This is an optimization exercise on Yosys and OpenROAD, whose aim is small area, a short achievable clock period and few clock cycles, not a production implementation. Function was checked by simulation only, so behaviour that the tests miss may differ from the original. Power figures rest on the tool's default switching activity, not on a simulated workload.

### design/flow/design.v
`default_nettype none
package rwq_pkg;
    localparam int DEPTH         = 64;
    localparam int PAYLOAD_WIDTH = 32;
    localparam int MAX_BURST     = 16;
    localparam int AW      = $clog2(DEPTH);
    localparam int CW      = $clog2(DEPTH + 1);
    localparam int LW      = $clog2(MAX_BURST + 1);
    localparam int KIND_W  = 2;
    localparam int ENTRY_W = KIND_W + PAYLOAD_WIDTH;
    localparam logic [1:0] KIND_EXCL  = 2'd0;
    localparam logic [1:0] KIND_READ  = 2'd1;
    localparam logic [1:0] KIND_WRITE = 2'd2;
    localparam logic [1:0] OP_PUSH = 2'd0;
    localparam logic [1:0] OP_PULL = 2'd1;
    localparam logic [1:0] OP_SET  = 2'd2;
    localparam logic [1:0] SVC_IDLE  = 2'd0;
    localparam logic [1:0] SVC_LOCK  = 2'd1;
    localparam logic [1:0] SVC_READ  = 2'd2;
    localparam logic [1:0] SVC_WRITE = 2'd3;
    localparam logic [1:0] MODE_EXCL    = 2'd0;
    localparam logic [1:0] MODE_INORDER = 2'd1;
    localparam logic [1:0] MODE_WFIRST  = 2'd2;
    localparam logic [2:0] STAT_OK    = 3'd0;
    localparam logic [2:0] STAT_FULL  = 3'd1;
    localparam logic [2:0] STAT_NONE  = 3'd2;
    localparam logic [2:0] STAT_KIND  = 3'd3;
    localparam logic [2:0] STAT_STATE = 3'd4;
    localparam logic CFG_QUEUE_MODE = 1'b0;
    localparam logic CFG_SLOT_LIMIT = 1'b1;
    localparam int   CFG_DATA_W     = 7;
    typedef enum logic [3:0] {
        FSM_IDLE  = 4'b0001,
        FSM_EXEC  = 4'b0010,
        FSM_READ  = 4'b0100,
        FSM_CHECK = 4'b1000
    } fsm_t;
    typedef struct packed {
        logic               we;
        logic [AW-1:0]      waddr;
        logic [ENTRY_W-1:0] wdata;
        logic               re;
        logic [AW-1:0]      raddr;
    } mem_req_t;
endpackage
`default_nettype wire
`default_nettype none
module rwq_ram #(
    parameter int WIDTH = 34,
    parameter int DEPTH = 64
) (
    input  wire logic                     clk,
    input  wire logic                     we,
    input  wire logic [$clog2(DEPTH)-1:0] waddr,
    input  wire logic [WIDTH-1:0]         wdata,
    input  wire logic [$clog2(DEPTH)-1:0] raddr,
    output      logic [WIDTH-1:0]         rdata,
    input  wire logic [$clog2(DEPTH)-1:0] raddr1,
    output      logic [WIDTH-1:0]         rdata1
);
    logic [WIDTH-1:0] mem [DEPTH];
    always_ff @(posedge clk)
    begin
        for (int i = 0; i < DEPTH; i++)
        begin
            if (we && waddr == i)
            begin
                mem[i] <= wdata;
            end
        end
    end
    always_comb
    begin
        rdata  = '0;
        rdata1 = '0;
        for (int i = 0; i < DEPTH; i++)
        begin
            rdata  = rdata  | (mem[i] & {WIDTH{raddr  == i}});
            rdata1 = rdata1 | (mem[i] & {WIDTH{raddr1 == i}});
        end
    end
endmodule
`default_nettype wire
`default_nettype none
import rwq_pkg::*;
module rwq_ctrl
(
    input  wire logic                     clk,
    input  wire logic                     rst_n,
    input  wire logic                     in_valid,
    output      logic                     in_stall,
    input  wire logic [1:0]               op,
    input  wire logic [1:0]               elem_kind,
    input  wire logic [31:0]              payload,
    input  wire logic [4:0]               max_pull,
    input  wire logic [1:0]               new_state,
    output      logic                     out_valid,
    input  wire logic                     out_stall,
    output      logic [1:0]               out_kind,
    output      logic [31:0]              out_payload,
    output      logic                     item_valid,
    output      logic [2:0]               status,
    output      logic                     last,
    input  wire logic                     cfg_we,
    input  wire logic                     cfg_index,
    input  wire logic [rwq_pkg::CFG_DATA_W-1:0] cfg_data,
    output      logic                     m_we,
    output      logic [AW-1:0]            m_waddr,
    output      logic [ENTRY_W-1:0]       m_wdata,
    output      logic [AW-1:0]            m_raddr,
    input  wire logic [ENTRY_W-1:0]       m_rdata,
    output      logic [AW-1:0]            m_raddr1,
    input  wire logic [ENTRY_W-1:0]       m_rdata1,
    output      logic                     w_we,
    output      logic [AW-1:0]            w_waddr,
    output      logic [PAYLOAD_WIDTH-1:0] w_wdata,
    output      logic [AW-1:0]            w_raddr,
    input  wire logic [PAYLOAD_WIDTH-1:0] w_rdata
);
    logic [1:0]    mode_reg;
    logic [CW-1:0] slots_reg;
    logic [LW-1:0] cap_reg;
    logic [1:0]    svc_reg;
    logic [AW-1:0] mh_reg, mh1_reg, mt_reg;
    logic [CW-1:0] mc_reg;
    logic [AW-1:0] wh_reg, wt_reg;
    logic [CW-1:0] wc_reg;
    logic        r_valid, s_valid;
    logic [1:0]  r_op, r_kind, r_ns, s_op, s_kind, s_ns;
    logic [31:0] r_pay, s_pay;
    logic [4:0]  r_maxp, s_maxp;
    logic          pb_reg;
    logic [LW-1:0] prem_reg;
    logic        out_valid_reg;
    logic [1:0]  out_kind_reg;
    logic [31:0] out_pay_reg;
    logic        item_reg;
    logic [2:0]  status_reg;
    logic        last_reg;
    assign in_stall    = s_valid;
    assign out_valid   = out_valid_reg;
    assign out_kind    = out_kind_reg;
    assign out_payload = out_pay_reg;
    assign item_valid  = item_reg;
    assign status      = status_reg;
    assign last        = last_reg;
    logic out_free;
    logic take;
    logic step;
    assign out_free = !out_valid_reg || !out_stall;
    assign take     = r_valid && !pb_reg && out_free;
    assign step     = out_free && (pb_reg || r_valid);
    logic m_mode0, m_mode1, m_mode2;
    assign m_mode0 = (mode_reg == MODE_EXCL);
    assign m_mode1 = (mode_reg == MODE_INORDER);
    assign m_mode2 = (mode_reg == MODE_WFIRST);
    logic is_push, is_pull, is_set;
    assign is_push = (r_op == OP_PUSH);
    assign is_pull = (r_op == OP_PULL);
    assign is_set  = (r_op == OP_SET);
    logic push_main, push_wr, set_ok;
    always_comb
    begin
        push_main = 1'b0;
        push_wr   = 1'b0;
        set_ok    = 1'b0;
        case (mode_reg)
            MODE_EXCL:
            begin
                push_main = (r_kind == KIND_EXCL);
                set_ok    = (r_ns == SVC_IDLE) || (r_ns == SVC_LOCK);
            end
            MODE_INORDER:
            begin
                push_main = (r_kind == KIND_READ) || (r_kind == KIND_WRITE);
                set_ok    = (r_ns != SVC_LOCK);
            end
            MODE_WFIRST:
            begin
                push_main = (r_kind == KIND_READ);
                push_wr   = (r_kind == KIND_WRITE);
                set_ok    = (r_ns != SVC_LOCK);
            end
            default:
            begin
                push_main = 1'b0;
            end
        endcase
    end
    logic m_full, w_full;
    assign m_full = (mc_reg >= slots_reg);
    assign w_full = (wc_reg >= slots_reg);
    assign m_we    = r_valid && is_push && push_main && !m_full;
    assign m_waddr = mt_reg;
    assign m_wdata = {r_kind, r_pay};
    assign w_we    = r_valid && is_push && push_wr && !w_full;
    assign w_waddr = wt_reg;
    assign w_wdata = r_pay;
    assign m_raddr  = mh_reg;
    assign m_raddr1 = mh1_reg;
    assign w_raddr  = wh_reg;
    logic [LW-1:0] lim;
    always_comb
    begin
        if ({1'b0, r_maxp} > {1'b0, cap_reg})
        begin
            lim = cap_reg;
        end
        else
        begin
            lim = LW'(r_maxp);
        end
    end
    logic          lim_one;
    logic          pull_en;
    logic          pull_any;
    logic          src_wr;
    logic [1:0]    hk;
    logic          hk_read;
    logic          nk_read;
    logic          p_item;
    logic          p_last;
    assign lim_one  = (r_maxp == 5'd1) || (cap_reg == LW'(1));
    assign pull_en  = (r_maxp != 5'd0) &&
                      ((m_mode0 && svc_reg != SVC_LOCK) ||
                       (m_mode1 && (svc_reg == SVC_IDLE || svc_reg == SVC_READ)) ||
                       m_mode2);
    assign pull_any = m_mode0 || (m_mode1 && svc_reg == SVC_IDLE);
    assign src_wr   = m_mode2 && (wc_reg != '0);
    assign hk       = m_rdata[ENTRY_W-1 -: KIND_W];
    assign hk_read  = (hk == KIND_READ);
    assign nk_read  = (m_rdata1[ENTRY_W-1 -: KIND_W] == KIND_READ);
    assign p_item = pull_en && !src_wr && (mc_reg != '0) && (pull_any || hk_read);
    assign p_last = m_mode0 || lim_one || (mc_reg == CW'(1)) || !hk_read || !nk_read;
    logic c_last;
    assign c_last = (prem_reg == LW'(1)) || (mc_reg == CW'(1)) || !nk_read;
    logic m_pop, w_pop, m_push, w_push;
    assign m_pop  = out_free && (pb_reg || (r_valid && is_pull && p_item));
    assign w_pop  = take && is_pull && pull_en && src_wr;
    assign m_push = take && m_we;
    assign w_push = take && w_we;
    logic [1:0]  res_kind;
    logic [31:0] res_pay;
    logic        res_item;
    logic [2:0]  res_status;
    logic        res_last;
    logic        pb_next;
    always_comb
    begin
        res_kind   = KIND_EXCL;
        res_pay    = '0;
        res_item   = 1'b0;
        res_status = STAT_OK;
        res_last   = 1'b1;
        pb_next    = 1'b0;
        if (pb_reg)
        begin
            res_kind = hk;
            res_pay  = m_rdata[PAYLOAD_WIDTH-1:0];
            res_item = 1'b1;
            res_last = c_last;
            pb_next  = !c_last;
        end
        else if (is_pull)
        begin
            if (pull_en && src_wr)
            begin
                res_kind = KIND_WRITE;
                res_pay  = w_rdata;
                res_item = 1'b1;
            end
            else if (p_item)
            begin
                res_kind = hk;
                res_pay  = m_rdata[PAYLOAD_WIDTH-1:0];
                res_item = 1'b1;
                res_last = p_last;
                pb_next  = !p_last;
            end
            else
            begin
                res_status = STAT_NONE;
            end
        end
        else if (is_push)
        begin
            if (push_main)
            begin
                res_status = m_full ? STAT_FULL : STAT_OK;
            end
            else if (push_wr)
            begin
                res_status = w_full ? STAT_FULL : STAT_OK;
            end
            else
            begin
                res_status = STAT_KIND;
            end
        end
        else if (is_set)
        begin
            res_status = set_ok ? STAT_OK : STAT_STATE;
        end
        else
        begin
            res_status = STAT_KIND;
        end
    end
    always_ff @(posedge clk or negedge rst_n)
    begin
        if (!rst_n)
        begin
            mode_reg  <= MODE_EXCL;
            slots_reg <= CW'(DEPTH);
            cap_reg   <= LW'(MAX_BURST);
        end
        else if (cfg_we)
        begin
            if (cfg_index == CFG_QUEUE_MODE)
            begin
                mode_reg <= cfg_data[1:0];
            end
            else
            begin
                if (cfg_data == 7'd0)
                begin
                    slots_reg <= CW'(1);
                    cap_reg   <= LW'(1);
                end
                else if (cfg_data > 7'(DEPTH))
                begin
                    slots_reg <= CW'(DEPTH);
                    cap_reg   <= LW'(MAX_BURST);
                end
                else
                begin
                    slots_reg <= CW'(cfg_data);
                    cap_reg   <= (cfg_data > 7'(MAX_BURST)) ? LW'(MAX_BURST) : LW'(cfg_data);
                end
            end
        end
    end
    always_ff @(posedge clk or negedge rst_n)
    begin
        if (!rst_n)
        begin
            svc_reg       <= SVC_IDLE;
            mh_reg        <= '0;
            mh1_reg       <= AW'(1);
            mt_reg        <= '0;
            mc_reg        <= '0;
            wh_reg        <= '0;
            wt_reg        <= '0;
            wc_reg        <= '0;
            r_valid       <= 1'b0;
            s_valid       <= 1'b0;
            pb_reg        <= 1'b0;
            prem_reg      <= '0;
            out_valid_reg <= 1'b0;
        end
        else
        begin
            if (take && is_set && set_ok)
            begin
                svc_reg <= r_ns;
            end
            if (m_pop)
            begin
                mh_reg  <= mh_reg + AW'(1);
                mh1_reg <= mh1_reg + AW'(1);
            end
            if (m_push)
            begin
                mt_reg <= mt_reg + AW'(1);
            end
            if (m_pop)
            begin
                mc_reg <= mc_reg - CW'(1);
            end
            else if (m_push)
            begin
                mc_reg <= mc_reg + CW'(1);
            end
            if (w_pop)
            begin
                wh_reg <= wh_reg + AW'(1);
                wc_reg <= wc_reg - CW'(1);
            end
            else if (w_push)
            begin
                wt_reg <= wt_reg + AW'(1);
                wc_reg <= wc_reg + CW'(1);
            end
            if (step)
            begin
                pb_reg   <= pb_next;
                prem_reg <= pb_reg ? prem_reg - LW'(1) : lim - LW'(1);
            end
            if (!r_valid || take)
            begin
                r_valid <= s_valid || in_valid;
                s_valid <= 1'b0;
            end
            else if (!s_valid)
            begin
                s_valid <= in_valid;
            end
            out_valid_reg <= step || (out_valid_reg && out_stall);
        end
    end
    always_ff @(posedge clk)
    begin
        if (!r_valid || take)
        begin
            r_op   <= s_valid ? s_op   : op;
            r_kind <= s_valid ? s_kind : elem_kind;
            r_pay  <= s_valid ? s_pay  : payload;
            r_maxp <= s_valid ? s_maxp : max_pull;
            r_ns   <= s_valid ? s_ns   : new_state;
        end
        if (!s_valid)
        begin
            s_op   <= op;
            s_kind <= elem_kind;
            s_pay  <= payload;
            s_maxp <= max_pull;
            s_ns   <= new_state;
        end
        if (step)
        begin
            out_kind_reg <= res_kind;
            out_pay_reg  <= res_pay;
            item_reg     <= res_item;
            status_reg   <= res_status;
            last_reg     <= res_last;
        end
    end
endmodule
`default_nettype wire
`default_nettype none
import rwq_pkg::*;
module reader_writer_request_queue_core
(
    input  wire logic                  clk,
    input  wire logic                  rst_n,
    input  wire logic                  in_valid,
    output      logic                  in_stall,
    input  wire logic [1:0]            op,
    input  wire logic [1:0]            elem_kind,
    input  wire logic [31:0]           payload,
    input  wire logic [4:0]            max_pull,
    input  wire logic [1:0]            new_state,
    output      logic                  out_valid,
    input  wire logic                  out_stall,
    output      logic [1:0]            out_kind,
    output      logic [31:0]           out_payload,
    output      logic                  item_valid,
    output      logic [2:0]            status,
    output      logic                  last,
    input  wire logic                  cfg_we,
    input  wire logic                  cfg_index,
    input  wire logic [rwq_pkg::CFG_DATA_W-1:0] cfg_data
);
    logic                     m_we, w_we;
    logic [AW-1:0]            m_waddr, m_raddr, m_raddr1, w_waddr, w_raddr;
    logic [ENTRY_W-1:0]       m_wdata, m_rdata, m_rdata1;
    logic [PAYLOAD_WIDTH-1:0] w_wdata, w_rdata, w_rdata1;
    rwq_ram #(
        .WIDTH (ENTRY_W),
        .DEPTH (DEPTH)
    ) u_main_ram (
        .clk    (clk),
        .we     (m_we),
        .waddr  (m_waddr),
        .wdata  (m_wdata),
        .raddr  (m_raddr),
        .rdata  (m_rdata),
        .raddr1 (m_raddr1),
        .rdata1 (m_rdata1)
    );
    rwq_ram #(
        .WIDTH (PAYLOAD_WIDTH),
        .DEPTH (DEPTH)
    ) u_wr_ram (
        .clk    (clk),
        .we     (w_we),
        .waddr  (w_waddr),
        .wdata  (w_wdata),
        .raddr  (w_raddr),
        .rdata  (w_rdata),
        .raddr1 (w_raddr),
        .rdata1 (w_rdata1)
    );
    rwq_ctrl u_ctrl (
        .clk         (clk),
        .rst_n       (rst_n),
        .in_valid    (in_valid),
        .in_stall    (in_stall),
        .op          (op),
        .elem_kind   (elem_kind),
        .payload     (payload),
        .max_pull    (max_pull),
        .new_state   (new_state),
        .out_valid   (out_valid),
        .out_stall   (out_stall),
        .out_kind    (out_kind),
        .out_payload (out_payload),
        .item_valid  (item_valid),
        .status      (status),
        .last        (last),
        .cfg_we      (cfg_we),
        .cfg_index   (cfg_index),
        .cfg_data    (cfg_data),
        .m_we        (m_we),
        .m_waddr     (m_waddr),
        .m_wdata     (m_wdata),
        .m_raddr     (m_raddr),
        .m_rdata     (m_rdata),
        .m_raddr1    (m_raddr1),
        .m_rdata1    (m_rdata1),
        .w_we        (w_we),
        .w_waddr     (w_waddr),
        .w_wdata     (w_wdata),
        .w_raddr     (w_raddr),
        .w_rdata     (w_rdata)
    );
endmodule
`default_nettype wire
### design/flow/config.mk
export PLATFORM = sky130hd
export DESIGN_NAME = reader_writer_request_queue_core
export DESIGN_NICKNAME = reader_writer_request_queue_core
export VERILOG_FILES = /design/flow/design.v
export SDC_FILE = /design/flow/constraint.sdc
export NUM_CORES = 4
export LEC_CHECK = 0
export CAP_MARGIN = 20
export CORE_MARGIN = 2
export CORE_UTILIZATION = 40
export SLEW_MARGIN = 20
### design/flow/run.sh
#!/bin/bash
# synth_recipe.tcl (not shown) runs the flow's synth.tcl, then flattens the netlist and writes it again
# the make line also repeats each setting of config.mk as NAME=value (left out here)
make -C /OpenROAD-flow-scripts/flow DESIGN_CONFIG=/design/flow/config.mk WORK_HOME=/design/flow/orfs CLKGATE_MAP_FILE= SYNTH_SCRIPT=/design/flow/synth_recipe.tcl finish
### design/flow/constraint.sdc
create_clock -name core_clock -period 8.0 [get_ports {clk}]
set_input_delay 1.6000 -clock core_clock [delete_from_list [all_inputs] [get_ports {clk}]]
set_output_delay 1.6000 -clock core_clock [all_outputs]
set_load 0.01 [all_outputs]
==> run notes <==
## cell families (layout without fill, tap and decap cells)
kind of cell             count (synthesis)  in the layout
other                                    0             38
XOR/XNOR                                41             41
multiplexers                            87             87
AND/OR/NAND/NOR                       1406           1406
AO/OA/AOI/OAI                         2295           2295
flip-flops                            4418           4418
buffers and inverters                  539           1451
adder cells (fa/ha/maj)                 58             58
## per-stage QoR
step                cells  power (µW)  hold WS (ns)  setup slack [ns]  utilization (%)
finish              15060       60510        0.4724             2.505            46.82
global route        15030       61280        0.4878             2.370            46.80
floorplan            8844       34020        0.4461             3.229                -
CTS                 15020       59820        0.4752             2.579            46.75
global placement    14200       39900        0.4530             1.632            43.11
detailed placement  14230       40120        0.4602             1.844            43.31
## worst max path at each step
stage	start	to	slack [ns]	depth (start not counted)
floorplan	u_ctrl.r_kind[0]	u_main_ram.mem[24][0]	3.23	10
global placement	out_stall	u_ctrl.wc_reg[6]	1.63	14
detailed placement	out_stall	u_ctrl.wc_reg[6]	1.84	14
CTS	u_ctrl.wc_reg[0]	u_wr_ram.mem[63][6]	2.58	12
global route	u_ctrl.mh_reg[4]	u_ctrl.out_pay_reg[19]	2.37	11
finish	u_ctrl.wc_reg[0]	u_wr_ram.mem[22][18]	2.51	12
## report_power, final
group	switching (µW)	total, µW	leakage, µW	internal [µW]
registers	594	29200	0.0400	28600
clock network	9110	20300	0.00670	11200
logic	8760	11000	0.0115	2290
total	18500	60500	0.0582	42100
## critical path, delay by kind of cell (launching register included)
kind | cells | cell delay, ns
AO/OA/AOI/OAI | 6 | 1.61
AND/OR/NAND/NOR | 3 | 2.04
buffers and inverters | 2 | 0.75
adder cells (fa/ha/maj) | 1 | 0.25
flip-flops | 1 | 0.40
## routing by layer
| layer | global-route usage [%] | part of all wire, % | vias to the layer above | routed length [µm] |
|---|---|---|---|---|
| li1 | - | - | 38310 | - |
| met1 | 43.11 | 33 | 54110 | 236000 |
| met2 | 50.62 | 43 | 11890 | 310500 |
| met3 | 11.41 | 16 | 2754 | 115400 |
| met4 | 24.50 | 8.6 | 34 | 62550 |
| met5 | 0.2600 | 0.055 | - | 396 |
## cell usage in the layout, fill, tap and decap left out, drive strengths merged, types with 95 or more instances in the layout
cell | netlist | routed
nor4 | 107 | 107
clkinv | 1 | 188
clkbuf | 344 | 532
a22o | 207 | 207
buf | 133 | 508
a221oi | 198 | 198
nor2 | 320 | 320
nand4 | 331 | 331
clkdlybuf4s50 | 0 | 95
nand3 | 171 | 171
nand2 | 249 | 249
a22oi | 1689 | 1689
edfxtp | 4306 | 4306
## layout make-up
class / instances / area (µm²) / area share (%)
Timing Repair Buffer: 603 / 5632 / 3.007
Sequential cell: 4418 / 131900 / 70.43
Antenna cell: 38 / 95.09 / 0.05078
Multi-Input combinational cell: 3887 / 29060 / 15.52
Inverter: 62 / 232.7 / 0.1243
Clock inverter: 254 / 2524 / 1.348
Clock buffer: 532 / 11250 / 6.008
Tap cell: 5265 / 6588 / 3.518
==> impl.org <==
** Synthesis
- Synthesis instantiated 79 different standard cells from the library.
- Summing every instance area after synthesis gives 161000 µm².
- In the post-synthesis netlist, the biggest area contributors are sky130_fd_sc_hd__edfxtp_1 (80%), sky130_fd_sc_hd__a22oi_1 (7.9%), sky130_fd_sc_hd__nand4_1 (1.3%).
- Synthesized Nets :: 8958
- Area share of the largest cell type after synthesis :: 80.33%
- Count of mapped cells out of synthesis :: 8844
- The synthesized design spends more area on one cell type than any other, namely sky130_fd_sc_hd__edfxtp_1.
- For this run, the register share of the synthesized area comes to 81.93%.
- Dividing the synthesized area by the synthesized cell count gives 18.20 µm².
- The portion of synthesized area spent on multiplexers is 0.6070%.
- During synthesis, Yosys emitted a total of 5 warnings.
- The synthesized netlist devotes 10.96% of its cell area to compound gates.
- Of the total synthesized cell area, the portion taken by AND, OR, NAND and NOR gates is 4.507%.
- In the synthesized netlist the dominant register cell turns out to be sky130_fd_sc_hd__edfxtp_1.
- Post-synthesis share of cell area spent on full adders, half adders and majority gates :: 0.4555%
- Library cell with the highest instance count after synthesis :: sky130_fd_sc_hd__edfxtp_1
- Flip-flop and latch count after synthesis :: 4418
- Share of flip-flops with an asynchronous set or reset after synthesis :: 1.562%
- Synth cell count leaders :: sky130_fd_sc_hd__edfxtp_1 (4306), sky130_fd_sc_hd__a22oi_1 (1689), sky130_fd_sc_hd__clkbuf_1 (344)
- Largest family of logic cells by synthesized area :: compound AO/OA/AOI/OAI gates
- Of the total synthesized cell area, the portion taken by XOR and XNOR cells is 0.2231%.
- Number of enable flip-flop cells after synthesis :: 4306

** STA
- For the pin with the worst max-slew slack, the measured transition is 1.338 ns.
- Derived from the worst setup path, the maximum achievable clock frequency is 0.1820 GHz.
- Setup violations remaining at the end of the flow were counted as 0.
- After layout, the minimum clock period comes to 5.495 ns.
- Final worst clock skew :: 0.06929 ns
- The max-slew violation total from the final report is 0.
- Setup repair after global routing missed its margin :: false
- Final worst-path cycle share :: 68.69%
- Summed over all failing endpoints, the final setup total negative slack is 0 ns.
- Hold Vio Cnt, Final :: 0
- Max-slew headroom :: 10.09%

** Floorplanning
- Die footprint :: 407500 µm²
- During I/O placement, the number of pins put on the boundary was 97.
- The floorplan step set the die width to 638.4 µm.
- Initial Util :: 40.24%
- Placeable Area :: 400000 µm²
- Number of standard-cell rows in the floorplan :: 232
- The die is 638.4 µm tall.

** Worst setup path
- Nature of the critical path endpoint :: register
- For this run, the slowest stage of the critical path takes 1.12 ns.
- In this run the critical register-to-register path is launched from u_ctrl.wc_reg[0].
- Required @ worst endpoint :: 8.64 ns
- Of all nets on the critical path, the largest fanout is 17.
- Kind of launch point of the worst setup path :: register
- Endpoint of the worst register-to-register path :: u_wr_ram.mem[22][18]
- Traced cell by cell, the critical path runs through inv_1, ha_1, nand2b_1, a21o_1, a21o_1, a21o_1, a21o_1, a21oi_1, o21a_1, nand2_2, nor2_4, buf_4.
- Critical path arrival :: 6.14 ns
- Most common cell on crit path :: sky130_fd_sc_hd__a21o_1
- By startpoint and endpoint, the worst setup path is classified as reg -> reg.
- Slowest-stage cell, CP :: sky130_fd_sc_hd__nor2_4
- The number of cells on the worst reg-to-reg path is 12.
- Reg-to-reg setup timing slack :: 2.51 ns

** Power and ir drop
- Worst ir drop on vdd :: 343.8 µV
- Power per unit of standard cell area :: 323.1 nW/µm²
- Summed over all cells, the static leakage comes to 0.05817 µW.

** Detailed routing
- DR WL/cell :: 48.13 µm
- First-iteration detailed-routing DRC count :: 25430
- After detailed routing, the number of vias per cell comes to 7.111.
- Routed wire length :: 724900 µm
- Overall via count from detail_route :: 107100
- Number of design rule violations left after detail routing :: 0
- Number of iterations in the first detailed-routing pass :: 9
- The count of nets left with antenna violations once routing finished came out at 0.

** Placed design
- Summing all placed instances gives a cell area of 173200 µm².
- During placement, the flow inserted port buffers numbering 96.
- DP HPWL :: 421900 µm
- The congestion estimate from routability-driven global placement came to 0.9440.

** Worst hold path
- The startpoint identified for the worst hold timing path is u_ctrl.s_pay[11].
- Worst hold stages :: 1
- Destination of the worst hold path :: u_ctrl.s_pay[11]
- The min-delay analysis places its worst path in the category reg -> reg.

** CTS
- Clock-pin slew was measured on the worst setup and hold paths at 0.06 ns.
- At the later pin of the worst-skew pair, clock insertion delay measures 1.05 ns.
- The tree is rooted in a sky130_fd_sc_hd__clkbuf_16.
- Clock tree from TritonCTS :: done
- For this design, the sink count on the clock tree is 4418.
- In this run the post-CTS setup repair buffer count came out at 0.
- Maximum buffer depth of the clock tree :: 4
- The H-tree was split into 5 levels.
- Post-cts repair resize count :: 0
- Hold-fix buffers at CTS :: 0
- In this run, CTS created clock tree buffers numbering 427.

** Finish
- Filler cells :: 33370
- Area growth from synthesis to layout :: 16.34%
- In the final design database the tool counted 9513 nets.
- Layout cell share with drive strength beyond 1 :: 15.24%
- Max FFs per register :: 2176
- With fillers left out, the area of the finished cells amounts to 187300 µm².
- The register with the most flip-flops in the final layout is u_main_ram.mem.
- The largest registers in the layout are u_main_ram.mem x2176, u_wr_ram.mem x2048.

** Global routing
- Overall routing resource usage :: 34.53%
- Pin count of the biggest net entering global routing :: 92
- Congestion Overflow GR :: 0
- Wire length of the first global-routing pass :: 936300 µm
- The number of antenna violations at the first check in global routing was 50.
- The via count of the first global-routing pass is 98420.

** Job
- Max-cap violation count :: 0

** Status
- Result of the run :: no timing/DRC/antenna violations
Testbench counts, summed over its fixed seeds: cycles 4,587.

## static timing again, ports no longer ideal
How much do the figures lean on ideal ports? The routed layout below was timed once more, with nothing changed but the port constraints. Step 1 (the two cells are an assumption about what drives the block):
set clk [get_ports {clk}]
set_driving_cell -lib_cell sky130_fd_sc_hd__clkbuf_16 $clk
set_driving_cell -lib_cell sky130_fd_sc_hd__buf_2 [delete_from_list [all_inputs] $clk]
Step 2 moves the port delays by t, midway between the first and last clock arrival at a register: inputs arrive t later, outputs are due t later. That takes back most of the time a late clock gives input paths. Slacks: ideal ports / drivers / drivers and shift; pairs: ideal ports / drivers.
shift t [ns]: 1.122
slack for setup (ns): 2.505 / 2.505 / 1.527
worst register clock-pin slew, ns: 0.07 / 0.07
worst slew at a driven data input, ns: 0.07
After both steps setup and hold are still met in this run. The setup slack of this run moves by 0.000 ns with the drivers and by -0.978 ns with both steps.
